This design comes from an exercise in tuning for small area and a short achievable clock period on the open sky130 flow, not from production work.
No run shown here included a check of the RTL's function; only the layout flow was run.
Power and IR drop assume default switching activity.

## config.mk

```make
export PLATFORM = sky130hd
export DESIGN_NAME = wedge_fitter
export DESIGN_NICKNAME = wedge_fitter
export VERILOG_FILES = /design/flow/design.v
export SDC_FILE = /design/flow/constraint.sdc
export NUM_CORES = 4
export LEC_CHECK = 0
export CAP_MARGIN = 0
export CORE_MARGIN = 2
export CORE_UTILIZATION = 65
export CTS_BUF_LIST = sky130_fd_sc_hd__clkbuf_16
export CTS_CLUSTER_DIAMETER = 60
export CTS_CLUSTER_SIZE = 30
export SETUP_SLACK_MARGIN = 4.05
export SLEW_MARGIN = 0
```

## constraint.sdc

```tcl
create_clock -name core_clock -period 6.5 [get_ports {clock}]
set_input_delay 1.3000 -clock core_clock [delete_from_list [all_inputs] [get_ports {clock}]]
set_output_delay 1.3000 -clock core_clock [all_outputs]
set_load 0.01 [all_outputs]
```

## design.v

```verilog
`timescale 1ns/1ps
module wedge_fitter (
	input logic clock,
	input logic reset,
	input logic clear_status,
	input logic [22:0] data_in,  
	input logic ds,
	output logic hold,
	input logic out_re,
	output logic [22:0] data_out,  
	output logic out_valid,
	output logic out_empty,
	input logic nocut,
	input logic [12:0] chi2cut_value,
	output logic [4:0] wedge_status  
);
	logic [22:0] H;
	logic [22:0] S [15];
	logic [4:0] i_cnt, i_cnt_next;
	logic i_empty, i_one, i_full;
	logic push_i, pop_i;
	logic [22:0] s_head;
	assign push_i = ds && !i_full;
	always_ff @(posedge clock)
	begin
		if (push_i)
		begin
			S[0] <= data_in;
			for (int k = 1; k < 15; k++)
				S[k] <= S[k-1];
		end
	end
	always_comb
	begin
		s_head = '0;
		for (int k = 0; k < 15; k++)
			s_head = s_head | (S[k] & {23{i_cnt == 5'(k + 2)}});
	end
	always_ff @(posedge clock)
	begin
		if (pop_i)
			H <= (i_empty || i_one) ? data_in : s_head;
		else if (i_empty)
			H <= data_in;
	end
	always_comb
	begin
		i_cnt_next = i_cnt;
		if (push_i && !pop_i)
			i_cnt_next = i_cnt + 5'd1;
		else if (pop_i && !push_i)
			i_cnt_next = i_cnt - 5'd1;
	end
	always_ff @(posedge clock)
	begin
		if (reset)
		begin
			i_cnt <= '0;
			i_empty <= 1'b1;
			i_one <= 1'b0;
			i_full <= 1'b0;
			hold <= 1'b0;
		end
		else
		begin
			i_cnt <= i_cnt_next;
			i_empty <= (i_cnt_next == 5'd0);
			i_one <= (i_cnt_next == 5'd1);
			i_full <= (i_cnt_next == 5'd16);
			hold <= (i_cnt_next >= 5'd12);
		end
	end
	localparam logic [1:0] C_IDLE = 2'd0, C_ROAD = 2'd1, C_WAIT = 2'd2;
	logic [1:0] c_state, c_state_next;
	logic w_ee, w_ep;
	logic t_empty, t_full;
	logic f_idle;
	logic dv;  
	logic drained;
	logic start_road, cand_valid, handoff, invalid_road;
	assign w_ee = H[22];
	assign w_ep = H[21];
	assign drained = t_empty && f_idle && !dv;
	always_comb
	begin
		c_state_next = c_state;
		pop_i = 1'b0;
		start_road = 1'b0;
		cand_valid = 1'b0;
		handoff = 1'b0;
		invalid_road = 1'b0;
		case (c_state)
			C_IDLE:
			begin
				if (!i_empty && w_ee)
					c_state_next = C_WAIT;
				else if (!i_empty && !t_full)
				begin
					pop_i = 1'b1;
					if (w_ep)
						invalid_road = 1'b1;
					else
					begin
						start_road = 1'b1;
						c_state_next = C_ROAD;
					end
				end
			end
			C_ROAD:
			begin
				if (!i_empty && w_ee)
				begin
					invalid_road = 1'b1;
					c_state_next = C_WAIT;
				end
				else if (!i_empty && !t_full)
				begin
					pop_i = 1'b1;
					cand_valid = 1'b1;
					if (w_ep)
						c_state_next = C_IDLE;
				end
			end
			C_WAIT:
			begin
				if (!i_empty && drained)
				begin
					handoff = 1'b1;
					pop_i = 1'b1;
					c_state_next = C_IDLE;
				end
			end
			default: c_state_next = C_IDLE;
		endcase
	end
	always_ff @(posedge clock)
	begin
		if (reset)
			c_state <= C_IDLE;
		else
			c_state <= c_state_next;
	end
	logic [20:0] cur_road;
	logic cur_par;
	logic [12:0] best_chisq;
	logic [7:0] best_track;
	logic best_par;
	logic have_cand;
	logic take;
	logic par_h;
	logic pass_r;
	logic tpar_r;
	function automatic less13(input [12:0] a, input [12:0] b);
		reg [15:0] lt, gt;
		integer w, i;
		begin
			lt = '0;
			gt = '0;
			for (i = 0; i < 13; i = i + 1)
			begin
				lt[i] = !a[i] && b[i];
				gt[i] = a[i] && !b[i];
			end
			for (w = 1; w < 16; w = w * 2)
				for (i = 0; i + w < 16; i = i + 2 * w)
				begin
					lt[i] = lt[i + w] || (!gt[i + w] && lt[i]);
					gt[i] = gt[i + w] || (!lt[i + w] && gt[i]);
				end
			less13 = lt[0];
		end
	endfunction
	assign par_h = ^H[20:0];
	assign take = !have_cand || less13(H[20:8], best_chisq);
	always_ff @(posedge clock)
	begin
		if (start_road)
		begin
			cur_road <= H[20:0];
			cur_par <= par_h;
		end
		if (cand_valid && take)
		begin
			best_chisq <= H[20:8];
			best_track <= H[7:0];
			best_par <= par_h;
		end
		if (cand_valid && w_ep)
		begin
			pass_r <= nocut || (take ? !less13(chi2cut_value, H[20:8]) : !less13(chi2cut_value, best_chisq));
			tpar_r <= !(cur_par ^ (take ? par_h : best_par));
		end
	end
	always_ff @(posedge clock)
	begin
		if (reset)
		begin
			have_cand <= 1'b0;
			dv <= 1'b0;
		end
		else
		begin
			dv <= cand_valid && w_ep;
			if (start_road)
				have_cand <= 1'b0;
			else if (cand_valid)
				have_cand <= 1'b1;
		end
	end
	logic [20:0] T_road [8];
	logic [20:0] T_fit [8];
	logic [3:0] t_cnt, t_cnt_next;
	logic t_push, t_pop;
	assign t_push = dv && pass_r;
	always_ff @(posedge clock)
	begin
		if (t_push)
		begin
			T_road[0] <= cur_road;
			T_fit[0] <= {best_chisq, best_track};
			for (int k = 1; k < 8; k++)
			begin
				T_road[k] <= T_road[k-1];
				T_fit[k] <= T_fit[k-1];
			end
		end
	end
	always_comb
	begin
		t_cnt_next = t_cnt;
		if (t_push && !t_pop)
			t_cnt_next = t_cnt + 4'd1;
		else if (t_pop && !t_push)
			t_cnt_next = t_cnt - 4'd1;
	end
	always_ff @(posedge clock)
	begin
		if (reset)
		begin
			t_cnt <= '0;
			t_empty <= 1'b1;
			t_full <= 1'b0;
		end
		else
		begin
			t_cnt <= t_cnt_next;
			t_empty <= (t_cnt_next == 4'd0);
			t_full <= (t_cnt_next == 4'd8);
		end
	end
	logic acc;
	logic [21:0] ee_hold;  
	always_ff @(posedge clock)
	begin
		if (reset || handoff)
			acc <= 1'b0;
		else if (t_push)
			acc <= acc ^ tpar_r;
	end
	always_ff @(posedge clock)
	begin
		if (handoff)
			ee_hold <= {H[21:9], acc, H[7:0]};
	end
	localparam logic [1:0] F_IDLE = 2'd0, F_TRK = 2'd1, F_EE = 2'd2;
	logic [1:0] f_state, f_state_next;
	logic o_full, o_empty;
	logic o_push, o_pop;
	logic [22:0] out_word;
	assign f_idle = (f_state == F_IDLE);
	always_comb
	begin
		f_state_next = f_state;
		o_push = 1'b0;
		t_pop = 1'b0;
		case (f_state)
			F_IDLE:
			begin
				if (!t_empty)
				begin
					if (!o_full)
					begin
						o_push = 1'b1;
						f_state_next = F_TRK;
					end
				end
				else if (handoff)
					f_state_next = F_EE;
			end
			F_TRK:
			begin
				if (!o_full)
				begin
					o_push = 1'b1;
					t_pop = 1'b1;
					f_state_next = F_IDLE;
				end
			end
			F_EE:
			begin
				if (!o_full)
				begin
					o_push = 1'b1;
					f_state_next = F_IDLE;
				end
			end
			default: f_state_next = F_IDLE;
		endcase
	end
	always_ff @(posedge clock)
	begin
		if (reset)
			f_state <= F_IDLE;
		else
			f_state <= f_state_next;
	end
	logic [7:0] sel_road, sel_fit;
	logic sel_ee;
	logic [20:0] t_head;
	always_comb
	begin
		for (int k = 0; k < 8; k++)
		begin
			sel_road[k] = f_state == F_IDLE && t_cnt == 4'(k + 1);
			sel_fit[k] = f_state == F_TRK && t_cnt == 4'(k + 1);
		end
		sel_ee = f_state == F_EE;
	end
	always_comb
	begin
		t_head = '0;
		for (int k = 0; k < 8; k++)
			t_head = t_head | (T_road[k] & {21{sel_road[k]}}) | (T_fit[k] & {21{sel_fit[k]}});
		out_word = {sel_ee, sel_ee ? ee_hold[21] : (f_state == F_TRK), t_head | (ee_hold[20:0] & {21{sel_ee}})};
	end
	logic [22:0] O [16];
	logic [4:0] o_cnt, o_cnt_next;
	logic [22:0] o_head;
	assign o_pop = out_re && !o_empty;
	always_ff @(posedge clock)
	begin
		if (o_push)
		begin
			O[0] <= out_word;
			for (int k = 1; k < 16; k++)
				O[k] <= O[k-1];
		end
	end
	always_comb
	begin
		o_cnt_next = o_cnt;
		if (o_push && !o_pop)
			o_cnt_next = o_cnt + 5'd1;
		else if (o_pop && !o_push)
			o_cnt_next = o_cnt - 5'd1;
	end
	always_ff @(posedge clock)
	begin
		if (reset)
		begin
			o_cnt <= '0;
			o_empty <= 1'b1;
			o_full <= 1'b0;
			out_valid <= 1'b0;
		end
		else
		begin
			o_cnt <= o_cnt_next;
			o_empty <= (o_cnt_next == 5'd0);
			o_full <= (o_cnt_next == 5'd16);
			out_valid <= o_pop;
		end
	end
	always_comb
	begin
		o_head = '0;
		for (int k = 0; k < 16; k++)
			o_head = o_head | (O[k] & {23{o_cnt == 5'(k + 1)}});
	end
	always_ff @(posedge clock)
	begin
		data_out <= o_head;
	end
	assign out_empty = o_empty;
	logic in_ovf_seen, invalid_seen;
	always_ff @(posedge clock)
	begin
		if (clear_status || reset)
		begin
			in_ovf_seen <= 1'b0;
			invalid_seen <= 1'b0;
		end
		else
		begin
			in_ovf_seen <= in_ovf_seen | (ds && i_full);
			invalid_seen <= invalid_seen | invalid_road;
		end
	end
	assign wedge_status = {in_ovf_seen, 1'b0, invalid_seen, i_empty, o_empty};
endmodule
```

## run.sh

```bash
#!/bin/bash
# synth_recipe.tcl (not shown) runs the flow's synth.tcl, then flattens the netlist and writes it again
# the make line also repeats each setting of config.mk as NAME=value (left out here)
make -C /OpenROAD-flow-scripts/flow DESIGN_CONFIG=/design/flow/config.mk WORK_HOME=/design/flow/orfs CLKGATE_MAP_FILE= SYNTH_SCRIPT=/design/flow/synth_recipe.tcl finish
```

==> out/metrics.csv, run 1 <==
stage,metric,value,unit
run_status,status,"complete, no violations",
run,max capacitance violation total,0,
floorplan,core area,67040,sq um
synthesis,Syn Area/Cell,17.79,sq um
power,Power per Cell Area,476.1,nW/um^2
sta,Slew Limit Headroom,31.58,%
floorplan,Die W,263.8,microns
hold_path,worst hold endpoint,T_road[0][4],
global_route,largest net degree at the start of global routing,114,
drt,DRT Wirelength,108.2,mm
synthesis,Mapped Nets,2530,
worst_setup_path,critical path class,reg2out,
drt,ANT nets after route,0,
sta,Max Slew Vio Count,0,
floorplan,FP Rows,95,
worst_setup_path,Startpoint Class,flip-flop,
worst_setup_path,CP Data Required Time,5.20,ns
power,net switching power,7.671,mW
clock_tree,Worst-path clk slew,0.10,ns
synthesis,sequential area share after synthesis,80.52,%
synthesis,number of synthesized flops with an enable pin,1140,
sta,worst-margin pin slew,1.025,ns
clock_tree,root buf cell,clkbuf_16,
global_route,overall routing resource usage,30.46,%
synthesis,"area leader, netlist",edfxtp_1,
worst_setup_path,CP max FO,4,
hold_path,hold path start,cur_road[4],
drt,Routed wire per std cell,30.59,microns
clock_tree,TritonCTS Buffers,68,
floorplan,Die ar.,69610,sq um
global_route,first-pass GRT wire length,155.9,mm
floorplan,Die Height,263.8,microns
drt,Residual DRC,0,
power,Comb pwr share,22.5,%
drt,Via density,7.028,
power,LEAKAGE,16.11,nW
placement,hpwl dp,58.27,mm
cells_and_area,"commonest non-fill, non-tap cell in the layout",edfxtp_1,
clock_tree,clock tree buffer depth,3,
power,Pint,15.85,mW
worst_setup_path,worst r2r src,i_cnt[1],
clock_tree,CTS tree,yes,
cells_and_area,fraction of layout cells with a size suffix above 1,15.78,%
clock_tree,hold buffers post-CTS,0,
global_route,total grt overflow,0,
cells_and_area,Finished Core Util,73.68,%
sta,Final period util,39.17,%
synthesis,synthesized area,43880,sq um
sta,fin worst setup slack,3.954,ns
sta,RSZ-0062 raised after global routing,true,
sta,worst hold margin,0.4181,ns
drt,DR pass1 iterations,9,
power,Sequential Power Share,56.4,%
floorplan,Initial Utilization,65.46,%
sta,fin crit period,2.546,ns
worst_setup_path,Reg-to-Reg End,H[15],
worst_setup_path,Reg2Reg Depth,8,
placement,final RePlAce weighted congestion,0.8622,
sta,setup violators final,0,
clock_tree,clk sink count,1195,
synthesis,post-synthesis instance total,2467,
worst_setup_path,worst path arrival time,1.25,ns
power,clock network power share,21.1,%
synthesis,Cell variety after synth,73,
synthesis,fraction of registers with async set/reset,0,%
synthesis,Post-synth top flop,edfxtp_1,
placement,"worst slack, placed",2.850,ns
sta,Clock Skews,0.04505,ns
clock_tree,Worst-Skew Late Latency,0.65,ns
hold_path,worst hold path type,reg2reg,
hold_path,Hold Path Stages,0,
power,maximum VDD drop,402.4,uV
worst_setup_path,CP Capture Type,output pin,
worst_setup_path,r2r setup slk,4.00,ns
global_route,vias in the first global route,24110,
cells_and_area,most frequent cells in the layout,"1,140 x edfxtp_1, 232 x a22oi_1, 104 x a222oi_1",
floorplan,I/O pin count,73,
cells_and_area,fin nets,2672,
sta,fmax,0.3928,GHz
cells_and_area,filler instances,4045,
synthesis,Yosys reg bits,1195,
synthesis,Synth area leaders,"edfxtp_1 78%, a22oi_1 4.0%, dfxtp_1 2.5%",
sta,Final Hold Fails,0,
power,switching share of power,32.62,%
synthesis,synth warn,5,
cells_and_area,synth-to-layout area growth,12.56,%
drt,DR vias,24850,
synthesis,Synth top area share,78.01,%
placement,Port Buf Inserts,71,
drt,Iteration-0 DRC Markers,4498,
global_route,initial antenna violation count,4,
clock_tree,htree depth,3,
-- metrics by stage --
stage,instance area (sq um),TNS (ns),cells,power [mW]
2_1_floorplan,43990,-169.10,2467,15.90
3_3_place_gp,45750,0,3322,17.80
3_5_place_dp,45750,0,3322,18.01
4_1_cts,48830,0,3493,23.19
5_1_grt,49390,0,3535,24.39
6_report,49390,0,3536,23.52
-- synth_stat cells (4+ instances only) --
master,number
mux2_2,12
a22o_1,51
xnor2_1,26
nor3_1,13
a21oi_1,27
and3_1,31
nand4_1,25
maj3_1,13
o211ai_1,17
edfxtp_1,1140
o21ai_1,29
mux2i_1,20
a22oi_1,233
a222oi_1,104
o21ai_0,29
nor3b_1,8
nor2_1,81
a21o_1,7
a2111oi_0,7
and4_1,12
nand3_1,53
inv_1,39
nor2b_1,23
a211oi_1,6
or2_1,15
a221oi_1,64
a31oi_1,5
nand3b_1,4
and2_1,8
buf_1,10
ha_1,21
nand2_1,91
dfxtp_1,55
nand2b_1,17
buf_2,7
xor2_1,6
clkbuf_1,103
buf_4,5
-- power by group through the flow --
stage / Sequential (mW) / Combinational (mW) / Clock (mW)
after floorplan: 12.8 / 3.09 / 0
after global placement: 13.3 / 4.48 / 0
after detailed placement: 13.4 / 4.60 / 0
after global routing: 13.5 / 5.61 / 5.27
after CTS: 13.3 / 4.89 / 5.02
final: 13.3 / 5.29 / 4.97
-- cell type report --
type	instances	area, sq um	area share (%)
sequential	1195	35390	71.64
tap	873	1092	2.211
clock buffer	71	1777	3.597
antenna	1	2.502	0.005066
inverter	41	177.7	0.3597
timing repair buffer	177	1765	3.574
clock inverter	52	616.8	1.249
timing repair inverter	2	13.76	0.02786
multi-input combinational	1124	8561	17.33
-- state kept, by name, indices dropped and copies added (netlist names), 2 cells and up --
signal	cells
f_state	2
cur_road	21
best_track	8
c_state	2
T_road	168
o_cnt	5
H	23
data_out	23
ee_hold	22
O	368
S	345
T_fit	168
t_cnt	4
best_chisq	13
i_cnt	5
-- critical path, stage by stage, from the launching register on --
cell and delay (ns):
dfxtp_4 0.39, buf_12 0.13, buf_6 0.11
-- layer usage --
layer  track usage [%]  up-vias  wire length, microns
li1                  -    10510                     -
met1             44.77    12410                 41510
met2             47.67     1678                 51390
met3             5.183      254                 11620
met4             9.582        0                  3653
met5                 0        -                     0
-- logic make-up (layout without fill, tap and decap cells) --
kind of cell / count (synthesis) / after routing / share of synthesized area [%]
compound gates: 607 / 607 / 10.90
xor+xnor: 32 / 32 / 0.6387
fa+ha+maj: 34 / 34 / 0.8953
buf+inv: 166 / 343 / 1.483
flops: 1195 / 1195 / 80.52
mux: 33 / 33 / 0.7898
other cells: 1 / 2 / 0.008545
simple gates: 399 / 417 / 4.770
-- how the worst max path moves through the flow --
| stage | start | endpoint | slack [ns] |
|---|---|---|---|
| after global placement | ds | S[2][18] | 2.92 |
| final | o_empty | out_empty | 3.95 |
| after detailed placement | ds | S[7][13] | 2.85 |
| after global routing | o_empty | out_empty | 3.91 |
| after floorplan | ds | i_one | -0.71 |
| after CTS | o_empty | out_empty | 3.92 |
-- timing repair --
action | 4_1_cts | 5_1_grt
pin swaps | 23 | 15
buffers inserted | 30 | 36
setup endpoints to repair | 866 | 392
resized for setup | 219 | 60
gates cloned | 18 | 6
==> run 2: changes to the inputs <==
--- a/design.v
+++ b/design.v
@@ -38,10 +38,8 @@
 	end
 	always_ff @(posedge clock)
 	begin
-		if (pop_i)
-			H <= (i_empty || i_one) ? data_in : s_head;
-		else if (i_empty)
-			H <= data_in;
+		if (pop_i || i_empty)
+			H <= s_head | (data_in & {23{i_empty || i_one}});
 	end
 	always_comb
 	begin
@@ -148,7 +146,9 @@
 	logic have_cand;
 	logic take;
 	logic par_h;
-	logic pass_r;
+	logic nocut_r;
+	logic [12:0] cut_r;
+	logic pass;
 	logic tpar_r;
 	function automatic less13(input [12:0] a, input [12:0] b);
 		reg [15:0] lt, gt;
@@ -187,12 +187,17 @@
 		end
 		if (cand_valid && w_ep)
 		begin
-			pass_r <= nocut || (take ? !less13(chi2cut_value, H[20:8]) : !less13(chi2cut_value, best_chisq));
 			tpar_r <= !(cur_par ^ (take ? par_h : best_par));
 		end
 	end
 	always_ff @(posedge clock)
 	begin
+		nocut_r <= nocut;
+		cut_r <= chi2cut_value;
+	end
+	assign pass = nocut_r || !less13(cut_r, best_chisq);
+	always_ff @(posedge clock)
+	begin
 		if (reset)
 		begin
 			have_cand <= 1'b0;
@@ -211,7 +216,7 @@
 	logic [20:0] T_fit [8];
 	logic [3:0] t_cnt, t_cnt_next;
 	logic t_push, t_pop;
-	assign t_push = dv && pass_r;
+	assign t_push = dv && pass;
 	always_ff @(posedge clock)
 	begin
 		if (t_push)
@@ -317,14 +322,14 @@
 	logic [7:0] sel_road, sel_fit;
 	logic sel_ee;
 	logic [20:0] t_head;
-	always_comb
+	always_ff @(posedge clock)
 	begin
 		for (int k = 0; k < 8; k++)
 		begin
-			sel_road[k] = f_state == F_IDLE && t_cnt == 4'(k + 1);
-			sel_fit[k] = f_state == F_TRK && t_cnt == 4'(k + 1);
+			sel_road[k] <= !reset && f_state_next == F_IDLE && t_cnt_next == 4'(k + 1);
+			sel_fit[k] <= !reset && f_state_next == F_TRK && t_cnt_next == 4'(k + 1);
 		end
-		sel_ee = f_state == F_EE;
+		sel_ee <= !reset && f_state_next == F_EE;
 	end
 	always_comb
 	begin
==> run 2 against run 1 <==
  * Clock skew decreased by 0.016 ns
  * Sequential power about the same
  * Still clean on timing, DRC and antenna
  * Final area increased by 1.6%
  * Non-clock buffer count increased by 35
  * Via count decreased by 3.2%
  * Register-to-register slack got worse by 0.28 ns
  * Core utilization increased by 1.3 points
  * First-iteration DRC count decreased by 20%
  * Sequential cell count increased by 30
  * Total power decreased by 3.4%
  * Highest routed layer unchanged
==> out/metrics.csv, run 2 <==
stage,metric,value,unit,change
run_status,status,"complete, no violations",,unchanged
power,LEAKAGE,16.49,nW,was 16.11 nW
worst_setup_path,CP Data Required Time,7.06,ns,was 5.20 ns
cells_and_area,Largest register FFs,368,,unchanged
sta,Max Slew Vio Count,0,,unchanged
sta,RSZ-0062 raised after global routing,true,,unchanged
clock_tree,htree depth,2,,was 3
worst_setup_path,critical path class,reg2reg,,was reg2out
synthesis,fraction of registers with async set/reset,0,%,unchanged
global_route,met1 usage,42.08,%,was 44.77%
sta,worst-margin pin slew,1.017,ns,was 1.025 ns
sta,setup TNS,0,ns,unchanged
global_route,first-pass GRT wire length,151.4,mm,was 155.9 mm
drt,Routed wire per std cell,30.46,microns,was 30.59 microns
drt,DR vias,24050,,"was 24,850"
worst_setup_path,Startpoint Class,flip-flop,,unchanged
synthesis,Commonest cells post-synth,"1,139 x edfxtp_1, 154 x a221oi_1, 126 x a22oi_1, 123 x a22o_1, 117 x clkbuf_1",,"was 1,140 x edfxtp_1, 233 x a22oi_1, 104 x a222oi_1, 103 x clkbuf_1, 91 x nand2_1"
floorplan,Initial Utilization,65.42,%,was 65.46%
clock_tree,Worst-path clk slew,0.11,ns,was 0.10 ns
global_route,met3 Use GR,5.079,%,was 5.183%
clock_tree,Worst-Skew Late Latency,0.68,ns,was 0.65 ns
clock_tree,root buf cell,clkbuf_16,,unchanged
synthesis,Syn Area/Cell,18.60,sq um,was 17.79 sq um
sta,Slew Limit Headroom,32.11,%,was 31.58%
synthesis,Mapped Nets,2413,,"was 2,530"
cells_and_area,filler instances,3775,,"was 4,045"
floorplan,Die Height,263.5,microns,was 263.8 microns
power,Power per Cell Area,452.9,nW/um^2,was 476.1 nW/um^2
worst_setup_path,Reg2Reg Depth,9,,was 8
cells_and_area,fraction of layout cells with a size suffix above 1,16.70,%,was 15.78%
clock_tree,clock tree buffer depth,3,,unchanged
floorplan,core area,66920,sq um,"was 67,040 sq um"
placement,"worst slack, placed",2.672,ns,was 2.850 ns
placement,final RePlAce weighted congestion,0.8084,,was 0.8622
placement,cell area after placement,45720,sq um,"was 45,750 sq um"
cells_and_area,synth-to-layout area growth,14.58,%,was 12.56%
synthesis,Synth top area share,78.12,%,was 78.01%
power,net switching power,7.214,mW,was 7.671 mW
clock_tree,TritonCTS Buffers,60,,was 68
cells_and_area,Reg with most FFs,O,,unchanged
cells_and_area,most frequent cells in the layout,"1,139 x edfxtp_1, 150 x a221oi_1, 126 x a22oi_1",,"was 1,140 x edfxtp_1, 232 x a22oi_1, 104 x a222oi_1"
worst_setup_path,CP max FO,8,,was 4
sta,Final Hold Fails,0,,unchanged
cells_and_area,FF+latch area,35970,sq um,"was 35,390 sq um"
global_route,largest net degree at the start of global routing,119,,was 114
global_route,initial antenna violation count,0,,was 4
clock_tree,CTS tree,yes,,unchanged
synthesis,Yosys reg bits,1225,,"was 1,195"
synthesis,Post-synth top flop,edfxtp_1,,unchanged
sta,fmax,0.3603,GHz,was 0.3928 GHz
global_route,met2 Usage GRT,47.54,%,was 47.67%
cells_and_area,post-route cell area,50160,sq um,"was 49,390 sq um"
power,Power Total,22.72,mW,was 23.52 mW
synthesis,post-synthesis instance total,2354,,"was 2,467"
floorplan,Die W,263.5,microns,was 263.8 microns
cells_and_area,largest registers,"O (368), S (345)",,unchanged
cells_and_area,Multi-input gate area,8080,sq um,was 8561 sq um
synthesis,synth warn,5,,unchanged
global_route,vias in the first global route,23620,,"was 24,110"
drt,Via density,6.994,,was 7.028
synthesis,"area leader, netlist",edfxtp_1,,unchanged
floorplan,Die ar.,69450,sq um,"was 69,610 sq um"
power,Pint,15.50,mW,was 15.85 mW
hold_path,Hold Path Stages,0,,unchanged
power,Comb pwr share,22.0,%,was 22.5%
floorplan,I/O pin count,73,,unchanged
power,maximum VDD drop,378.6,uV,was 402.4 uV
drt,Iteration-0 DRC Markers,3617,,"was 4,498"
global_route,total grt overflow,0,,unchanged
run,max capacitance violation total,0,,unchanged
drt,Residual DRC,0,,unchanged
worst_setup_path,worst path arrival time,3.33,ns,was 1.25 ns
clock_tree,hold buffers post-CTS,0,,unchanged
synthesis,Synth area leaders,"edfxtp_1 78%, dfxtp_1 3.9%, a221oi_1 3.1%",,"was edfxtp_1 78%, a22oi_1 4.0%, dfxtp_1 2.5%"
power,switching share of power,31.75,%,was 32.62%
worst_setup_path,CP Capture Type,flip-flop,,was output pin
global_route,GRT Max-Usage Layer,met2,,unchanged
global_route,overall routing resource usage,29.46,%,was 30.46%
placement,Port Buf Inserts,71,,unchanged
sta,fin worst setup slack,3.725,ns,was 3.954 ns
drt,DR pass1 iterations,8,,was 9
synthesis,Cell variety after synth,65,,was 73
power,clock network power share,19.8,%,was 21.1%
floorplan,FP Rows,95,,unchanged
drt,ANT nets after route,0,,unchanged
synthesis,synthesized area,43780,sq um,"was 43,880 sq um"
synthesis,sequential area share after synthesis,82.06,%,was 80.52%
synthesis,"count leader, synth",edfxtp_1,,unchanged
drt,DRT Wirelength,104.7,mm,was 108.2 mm
cells_and_area,fin nets,2574,,"was 2,672"
synthesis,number of synthesized flops with an enable pin,1139,,"was 1,140"
sta,Final period util,42.69,%,was 39.17%
clock_tree,clk sink count,1225,,"was 1,195"
cells_and_area,"commonest non-fill, non-tap cell in the layout",edfxtp_1,,unchanged
power,Sequential Power Share,58.1,%,was 56.4%
hold_path,worst hold path type,reg2reg,,unchanged
sta,setup violators final,0,,unchanged
placement,hpwl dp,53.76,mm,was 58.27 mm
sta,Clock Skews,0.02876,ns,was 0.04505 ns
sta,fin crit period,2.775,ns,was 2.546 ns
[run 2: changes by cell type after synthesis, moves of 16 or more]
cell	change
a221oi_1	+90
a22o_1	+72
a22oi_1	-107
dfxtp_1	+31
mux2i_1	-16
nand2_1	-26
nand3_1	+19
nor2_1	-28
nor4_1	+19
o21ai_0	-16
o21ai_1	-29
[run 2: area by class of cell]
cell class | count | area share (%)
sequential | 1225 | 71.71
multi-input combinational | 989 | 16.11
timing repair buffer | 212 | 5.690
clock buffer | 61 | 3.043
tap | 873 | 2.178
clock inverter | 49 | 1.055
inverter | 27 | 0.2020
antenna | 2 | 0.009977
[run 2: kinds of logic (layout without fill, tap and decap cells)]
kind of cell               Yosys count  in the layout  synth area share, %
buffers and inverters              154            349                1.398
AOI/OAI and AO/OA                  554            555                10.73
muxes                                7              7               0.1686
xor gates and xnor gates            33             36               0.7116
other                                1              3             0.008565
and+or+nand+nor                    349            359                4.115
DFF                               1225           1225                82.06
adders and majority gates           31             31               0.8145
[run 2: what timing repair did]
| action | in CTS | in global routing |
|---|---|---|
| pin swaps | 42 | 31 |
| setup endpoints to repair | 985 | 519 |
| buffers inserted | 49 | 12 |
| cloned | 34 | 17 |
| gates resized for setup | 253 | 65 |
[run 2: power by group through the flow]
stage	Clock, mW	Combinational (mW)	Sequential (mW)
4_1_cts	4.55	4.75	13.2
5_1_grt	4.81	5.32	13.5
3_5_place_dp	0	4.24	13.3
2_1_floorplan	0	2.61	12.4
6_report	4.50	5.01	13.2
3_3_place_gp	0	4.15	13.2
[run 2: per-layer routing]
metal	vias up	share of wire (%)	routed length, microns
li1	10220	-	-
met1	12270	38	40300
met2	1379	49	51300
met3	180	9.8	10250
met4	0	2.7	2877
met5	-	0	0
[run 2: worst paths after layout]
path                               startpoint  slack (ns)     endpoint
worst min-delay path            best_track[5]        0.42  T_fit[0][5]
worst max-delay path            best_chisq[4]        3.72   sel_fit[0]
worst min register to register  best_track[5]        0.42  T_fit[0][5]
worst max register to register  best_chisq[4]        3.72   sel_fit[0]
[run 2: metrics by stage]
stage	cells	hold WS [ns]	util (%)
6_report	3438	0.4214	74.96
5_1_grt	3436	0.4317	74.95
4_1_cts	3407	0.4294	73.93
3_5_place_dp	3214	0.4045	68.32
3_3_place_gp	3214	0.4013	68.32
2_1_floorplan	2354	0.4003	-
[run 2: critical path, cell delays in order, from the launching register on]
cell	delay, ns
edfxtp_1	0.38
nand2b_1	0.08
maj3_2	0.31
maj3_2	0.31
maj3_2	0.31
a21o_4	0.23
and3_4	0.20
a22o_4	0.32
xor2_4	0.21
nor4_1	0.32

-- separate check: timing with driven ports --
The results above use ideal ports. As a check the final layouts listed here were re-extracted and re-timed, cells and wires unchanged. Step 1 (the two cells are an assumption about what drives the block):
set clk [get_ports {clock}]
set_driving_cell -lib_cell sky130_fd_sc_hd__clkbuf_16 $clk
set_driving_cell -lib_cell sky130_fd_sc_hd__buf_2 [delete_from_list [all_inputs] $clk]
Step 2, shift: input delay + t, output delay - t, t = (earliest + latest rising clock arrival at the registers) / 2. This alone moves slack from input paths to output paths. a / b / c = ideal / step 1 / step 2; a / b = the first two.
run | t (ns) | slack for setup (ns) | clock arrival spread, ns | worst slew at a driven data input, ns
run 1 | 0.700 | 3.954 / 3.887 / 3.447 | 0.048 / 0.048 | 0.05
run 2 | 0.726 | 3.725 / 3.725 / 3.492 | 0.032 / 0.032 | 0.04
After both steps setup and hold are still met in every run listed. For run 1, which loses most, drivers alone change the setup slack by -0.067 ns; drivers and shift together by -0.507 ns.
